Background: an optimization exercise with open tools, aiming at small area, a short achievable clock period and few clock cycles per item. Do not read the settings as production practice. RTL that was checked went through simulation tests only; none was proved equivalent to the original. Power and IR drop assume default switching activity.

Setup of red:
==> flow/design.v <==
`timescale 1ns/10ps
package lc4_isa_pkg;
   localparam int WORD_W    = 16;  
   localparam int REG_SEL_W = 3;   
   localparam int NZP_W     = 3;
   localparam logic [3:0] OP_ARITH = 4'b0001;
   localparam logic [3:0] OP_LOGIC = 4'b0101;
   localparam logic [3:0] OP_CONST = 4'b1001;
   localparam logic [2:0] ARITH_ADD = 3'b000;
   localparam logic [2:0] ARITH_SUB = 3'b010;
   localparam logic [2:0] LOGIC_AND = 3'b000;
   localparam logic [2:0] LOGIC_NOT = 3'b001;
   localparam logic [2:0] LOGIC_OR  = 3'b010;
   localparam logic [2:0] LOGIC_XOR = 3'b011;
   localparam logic [NZP_W-1:0] NZP_NEG  = 3'b100;
   localparam logic [NZP_W-1:0] NZP_ZERO = 3'b010;
   localparam logic [NZP_W-1:0] NZP_POS  = 3'b001;
   typedef struct packed {
      logic [3:0]           opcode;
      logic [REG_SEL_W-1:0] rd;
      logic [REG_SEL_W-1:0] rs;
      logic [2:0]           sub;   
      logic [REG_SEL_W-1:0] rt;
   } insn_reg_t;
   typedef struct packed {
      logic [3:0]           opcode;
      logic [REG_SEL_W-1:0] rd;
      logic [REG_SEL_W-1:0] rs;
      logic                 imm_flag;  
      logic [4:0]           imm5;
   } insn_imm_t;
   typedef struct packed {
      logic [3:0]           opcode;
      logic [REG_SEL_W-1:0] rd;
      logic [8:0]           imm9;  
   } insn_cst_t;
   typedef union packed {
      insn_reg_t r;
      insn_imm_t i;
      insn_cst_t c;
   } lc4_insn_u;
endpackage
`timescale 1ns/10ps
package lc4_pipe_pkg;
   localparam int WORD_W    = 16;
   localparam int REG_SEL_W = 3;
   localparam int NZP_W     = 3;
   typedef enum logic [1:0] {
      STALL_NONE  = 2'd0,  
      STALL_SPLIT = 2'd1,  
      STALL_RESET = 2'd2   
   } stall_e;
   typedef struct packed {
      logic [REG_SEL_W-1:0] rs_sel;
      logic                              rs_re;
      logic [REG_SEL_W-1:0] rt_sel;
      logic                              rt_re;
      logic [REG_SEL_W-1:0] rd_sel;
      logic                              rf_we;
      logic                              nzp_we;
   } ctrl_t;
   typedef struct packed {
      stall_e                           stall;
      logic [WORD_W-1:0]   pc;
      logic [WORD_W-1:0]                insn;  
      ctrl_t                            ctrl;
   } issue_t;
   typedef struct packed {
      logic                              we;
      logic [REG_SEL_W-1:0] sel;
      logic [WORD_W-1:0]    data;
   } wr_port_t;
   typedef struct packed {
      stall_e                            stall;
      logic [WORD_W-1:0]    pc;
      logic [WORD_W-1:0]    insn;
      logic                              rf_we;
      logic [REG_SEL_W-1:0] wsel;
      logic [WORD_W-1:0]    wdata;
      logic                              nzp_we;
      logic [NZP_W-1:0]     nzp;
   } commit_t;
endpackage
`timescale 1ns/10ps
`timescale 1ns/10ps
`timescale 1ns/10ps
`timescale 1ns/10ps
`timescale 1ns/10ps
`timescale 1ns/10ps
module lc4_superscalar #(
   parameter logic [lc4_isa_pkg::WORD_W-1:0] START_PC = 16'h8200
) (
   input  logic                            gwe,
   input  logic                            i_rst,
   output logic [lc4_isa_pkg::WORD_W-1:0]  o_pc,
   input  lc4_isa_pkg::lc4_insn_u          i_insn_a,
   input  lc4_isa_pkg::lc4_insn_u          i_insn_b,
   output lc4_pipe_pkg::commit_t           o_commit_a,
   output lc4_pipe_pkg::commit_t           o_commit_b
);
   logic [15:0] pc_q;
   always_ff @(posedge gwe) begin
      if (i_rst) pc_q <= START_PC;
      else       pc_q <= pc_q + 16'd1;
   end
   assign o_pc = pc_q;
   logic        d_v;
   logic [15:0] d_insn;
   always_ff @(posedge gwe) begin
      d_v    <= !i_rst;
      d_insn <= i_insn_a;
   end
   logic        x_v, x_we, x_fa, x_fb, x_sub;
   logic [15:0] x_insn, x_a, x_b;
   logic        w_v, w_we, w_z;
   logic [15:0] w_insn, w_data, w_pc;
   logic [15:0] regs [8];
   logic        d_wr, d_imm, d_sub;
   logic [2:0]  d_rs, d_rt;
   logic [15:0] d_a, d_b;
   assign d_wr  = (d_insn[15:12] == 4'b0001) || (d_insn[15:12] == 4'b0101) ||
                  (d_insn[15:12] == 4'b1001);
   assign d_imm = d_insn[5];
   assign d_sub = d_insn[15:12] == 4'b0001 && d_insn[5:3] == 3'b010;
   assign d_rs  = d_insn[8:6];
   assign d_rt  = d_insn[2:0];
   assign d_a   = (w_we && w_insn[11:9] == d_rs) ? w_data : regs[d_rs];
   assign d_b   = d_imm ? {{11{d_insn[4]}}, d_insn[4:0]} :
                  (w_we && w_insn[11:9] == d_rt) ? w_data : regs[d_rt];
   always_ff @(posedge gwe) begin
      if (i_rst) begin
         x_v  <= 1'b0;
         x_we <= 1'b0;
      end else begin
         x_v  <= d_v;
         x_we <= d_v && d_wr;
      end
      x_insn <= d_insn;
      x_sub  <= d_sub;
      x_a    <= d_a;
      x_b    <= d_b ^ {16{d_sub}};    
      x_fa   <= x_we && (x_insn[11:9] == d_rs);
      x_fb   <= x_we && !d_imm && (x_insn[11:9] == d_rt);
   end
   logic [15:0] op_a, bb, g, p, gg, pp, sum, res;
   logic        is_arith, is_logic, is_const, is_imm;
   logic        s_sum, s_and, s_not, s_or, s_xor;
   assign is_arith = x_insn[15:12] == 4'b0001;
   assign is_logic = x_insn[15:12] == 4'b0101;
   assign is_const = x_insn[15:12] == 4'b1001;
   assign is_imm   = x_insn[5];
   assign s_sum    = is_arith && (is_imm || !x_insn[3]);    
   assign s_and    = is_logic && (is_imm || x_insn[4:3] == 2'b00);
   assign s_not    = is_logic && !is_imm && x_insn[4:3] == 2'b01;
   assign s_or     = is_logic && !is_imm && x_insn[4:3] == 2'b10;
   assign s_xor    = is_logic && !is_imm && x_insn[4:3] == 2'b11;
   assign op_a = x_fa ? w_data : x_a;
   assign bb   = x_fb ? (w_data ^ {16{x_sub}}) : x_b;
   assign g    = op_a & bb;
   assign p    = op_a ^ bb;
   always_comb begin
      logic [15:0] gn, pn;
      gg    = g;
      pp    = p;
      gg[0] = g[0] | (p[0] & x_sub);
      for (int d = 1; d < 16; d = d * 2) begin
         gn = gg;
         pn = pp;
         for (int i = d; i < 16; i++) begin
            gn[i] = gg[i] | (pp[i] & gg[i-d]);
            pn[i] = pp[i] & pp[i-d];
         end
         gg = gn;
         pp = pn;
      end
   end
   assign sum = p ^ {gg[14:0], x_sub};
   logic [15:0] res_ns, t;
   logic        z_sum, res_z;
   assign res_ns = ({16{s_and}} & g) |
                   ({16{s_not}} & ~op_a) |
                   ({16{s_or}}  & (g | p)) |
                   ({16{s_xor}} & p) |
                   ({16{is_const}} & {{7{x_insn[8]}}, x_insn[8:0]});
   assign res    = ({16{s_sum}} & sum) | res_ns;
   assign t      = op_a | bb;
   assign z_sum  = &(p ~^ {t[14:0], x_sub});
   assign res_z  = s_sum ? z_sum : (res_ns == 16'd0);
   always_ff @(posedge gwe) begin
      if (i_rst) begin
         w_v  <= 1'b0;
         w_we <= 1'b0;
         w_pc <= START_PC - 16'd3;
      end else begin
         w_v  <= x_v;
         w_we <= x_we;
         w_pc <= w_pc + 16'd1;
      end
      w_insn <= x_insn;
      w_data <= res;
      w_z    <= res_z;
   end
   logic [15:0] rf_wd;
   assign rf_wd = w_data & ~{16{i_rst}};
   always_ff @(posedge gwe) begin
      for (int r = 0; r < 8; r++)
         if (i_rst || (w_we && w_insn[11:9] == 3'(r))) regs[r] <= rf_wd;
   end
   always_comb begin
      o_commit_a.stall  = w_v ? lc4_pipe_pkg::STALL_NONE : lc4_pipe_pkg::STALL_SPLIT;
      o_commit_a.pc     = w_pc;
      o_commit_a.insn   = w_insn;
      o_commit_a.rf_we  = w_we;
      o_commit_a.wsel   = w_insn[11:9];
      o_commit_a.wdata  = w_data;
      o_commit_a.nzp_we = w_we;
      if (w_data[15])          o_commit_a.nzp = lc4_isa_pkg::NZP_NEG;
      else if (w_z)            o_commit_a.nzp = lc4_isa_pkg::NZP_ZERO;
      else                     o_commit_a.nzp = lc4_isa_pkg::NZP_POS;
   end
   assign o_commit_b = {lc4_pipe_pkg::STALL_SPLIT, 56'd0};
endmodule
==> flow/config.mk <==
export PLATFORM = sky130hd
export DESIGN_NAME = lc4_superscalar
export DESIGN_NICKNAME = lc4_superscalar
export VERILOG_FILES = /design/flow/design.v
export SDC_FILE = /design/flow/constraint.sdc
export NUM_CORES = 4
export LEC_CHECK = 0
export ABC_AREA = 1
export CAP_MARGIN = 20
export CORE_MARGIN = 2
export CORE_UTILIZATION = 40
export CTS_CLUSTER_DIAMETER = 100
export CTS_CLUSTER_SIZE = 20
export SETUP_SLACK_MARGIN = 3.2
export SLEW_MARGIN = 20
==> flow/constraint.sdc <==
create_clock -name core_clock -period 5.5 [get_ports {gwe}]
set_input_delay 1.1000 -clock core_clock [delete_from_list [all_inputs] [get_ports {gwe}]]
set_output_delay 1.1000 -clock core_clock [all_outputs]
set_load 0.01 [all_outputs]
standard.sh (not shown) runs the stock make flow with config.mk's settings and CLKGATE_MAP_FILE= SYNTH_SCRIPT=/design/flow/synth_recipe.tcl, a recipe that flattens the netlist after the stock synthesis.
==> flow/flow/run.sh <==
#!/bin/bash
# The standard layout with two changes: synthesis leaves adders to abc (no
# full/half-adder cells), and the ports get plain buffers, not delay cells.
set -euo pipefail
bash standard.sh ADDER_MAP_FILE= "BUFFER_PORTS_ARGS=-buffer_cell sky130_fd_sc_hd__buf_2" finish > standard.log 2>&1
In summary, red completed successfully, with a layout that passed the timing, design-rule and antenna checks.
Testbench counts of red, summed over its fixed seeds: cycles 12,024, items 12,000.
Changes in blue relative to red:
--- a/flow/design.v
+++ b/flow/design.v
@@ -107,7 +107,10 @@
    logic        d_v;
    logic [15:0] d_insn;
+   logic [7:0]  d_rs1h, d_rt1h;    
    always_ff @(posedge gwe) begin
       d_v    <= !i_rst;
       d_insn <= i_insn_a;
+      d_rs1h <= 8'd1 << i_insn_a[8:6];
+      d_rt1h <= 8'd1 << i_insn_a[2:0];
    end
    logic        x_v, x_we, x_fa, x_fb, x_sub;
@@ -125,7 +128,16 @@
    assign d_rs  = d_insn[8:6];
    assign d_rt  = d_insn[2:0];
-   assign d_a   = (w_we && w_insn[11:9] == d_rs) ? w_data : regs[d_rs];
+   logic [15:0] rd_s, rd_t;
+   always_comb begin
+      rd_s = '0;
+      rd_t = '0;
+      for (int r = 0; r < 8; r++) begin
+         rd_s = rd_s | (regs[r] & {16{d_rs1h[r]}});
+         rd_t = rd_t | (regs[r] & {16{d_rt1h[r]}});
+      end
+   end
+   assign d_a   = (w_we && w_insn[11:9] == d_rs) ? w_data : rd_s;
    assign d_b   = d_imm ? {{11{d_insn[4]}}, d_insn[4:0]} :
-                  (w_we && w_insn[11:9] == d_rt) ? w_data : regs[d_rt];
+                  (w_we && w_insn[11:9] == d_rt) ? w_data : rd_t;
    always_ff @(posedge gwe) begin
       if (i_rst) begin
@@ -139,5 +151,5 @@
       x_sub  <= d_sub;
       x_a    <= d_a;
-      x_b    <= d_b ^ {16{d_sub}};    
+      x_b    <= d_b;
       x_fa   <= x_we && (x_insn[11:9] == d_rs);
       x_fb   <= x_we && !d_imm && (x_insn[11:9] == d_rt);
@@ -156,5 +168,5 @@
    assign s_xor    = is_logic && !is_imm && x_insn[4:3] == 2'b11;
    assign op_a = x_fa ? w_data : x_a;
-   assign bb   = x_fb ? (w_data ^ {16{x_sub}}) : x_b;
+   assign bb   = x_fb ? (w_data ^ {16{x_sub}}) : (x_b ^ {16{x_sub}});   
    assign g    = op_a & bb;
    assign p    = op_a ^ bb;
@@ -185,6 +197,6 @@
    assign res    = ({16{s_sum}} & sum) | res_ns;
    assign t      = op_a | bb;
-   assign z_sum  = &(p ~^ {t[14:0], x_sub});
-   assign res_z  = s_sum ? z_sum : (res_ns == 16'd0);
+   assign z_sum  = &(p[15:8] ~^ t[14:7]);
+   assign res_z  = (res[7:0] == 8'd0) && (s_sum ? z_sum : (res_ns[15:8] == 8'd0));
    always_ff @(posedge gwe) begin
       if (i_rst) begin
@@ -215,7 +227,5 @@
       o_commit_a.wdata  = w_data;
       o_commit_a.nzp_we = w_we;
-      if (w_data[15])          o_commit_a.nzp = lc4_isa_pkg::NZP_NEG;
-      else if (w_z)            o_commit_a.nzp = lc4_isa_pkg::NZP_ZERO;
-      else                     o_commit_a.nzp = lc4_isa_pkg::NZP_POS;
+      o_commit_a.nzp    = {w_data[15], w_z, !w_data[15] && !w_z};
    end
    assign o_commit_b = {lc4_pipe_pkg::STALL_SPLIT, 56'd0};
==> notes.md <==
Diff red and blue: power per cell area lower in red. Number of CTS-inserted buffers | blue above red. Between red and blue, the difference in total power consumption of the routed design is negligible. red has a higher global-route track usage on met2 than blue. Delay of the slowest critical-path stage delta (blue -> red): insignificant. blue — count of cells along the worst register-to-register path 6 higher, red as reference. Relative to red, worst relative slew slack decreased by 20 points in blue. Relative to red, the shortest clock period the worst path allows after layout of blue is higher by 12 ps. blue ended up with a higher hold slack than red did. Post-route cell area delta (blue − red): favourable. Clock power share sits higher in blue than in red. On internal power of the cells, red beats blue.
No functional check of the RTL was part of blue.

port drivers added, routing unchanged:
The flow's constraints put no driver on any port. The routed layouts listed below were extracted and timed again, unchanged, in two steps. Step 1 (the two cells are an assumption about what drives the block):
set clk [get_ports {gwe}]
set_driving_cell -lib_cell sky130_fd_sc_hd__clkbuf_16 $clk
set_driving_cell -lib_cell sky130_fd_sc_hd__buf_2 [delete_from_list [all_inputs] $clk]
Step 2 times the ports against the registers' clock, not the clock port: input delays grow and output delays shrink by t, the midpoint of the rising clock arrivals with the driver on. Three values: no drivers, after step 1, after step 2; two values: the first two.
run | t, ns | setup WS [ns] | worst setup path after step 2 | worst slew at a driven data input, ns
red | 0.551 | 3.244 / 3.192 / 2.887 | input to register | 0.05
blue | 0.559 | 3.233 / 3.181 / 2.927 | input to register | 0.04
After both steps setup and hold are still met in every run listed. For red, which loses most, drivers alone change the setup slack by -0.052 ns; drivers and shift together by -0.357 ns.
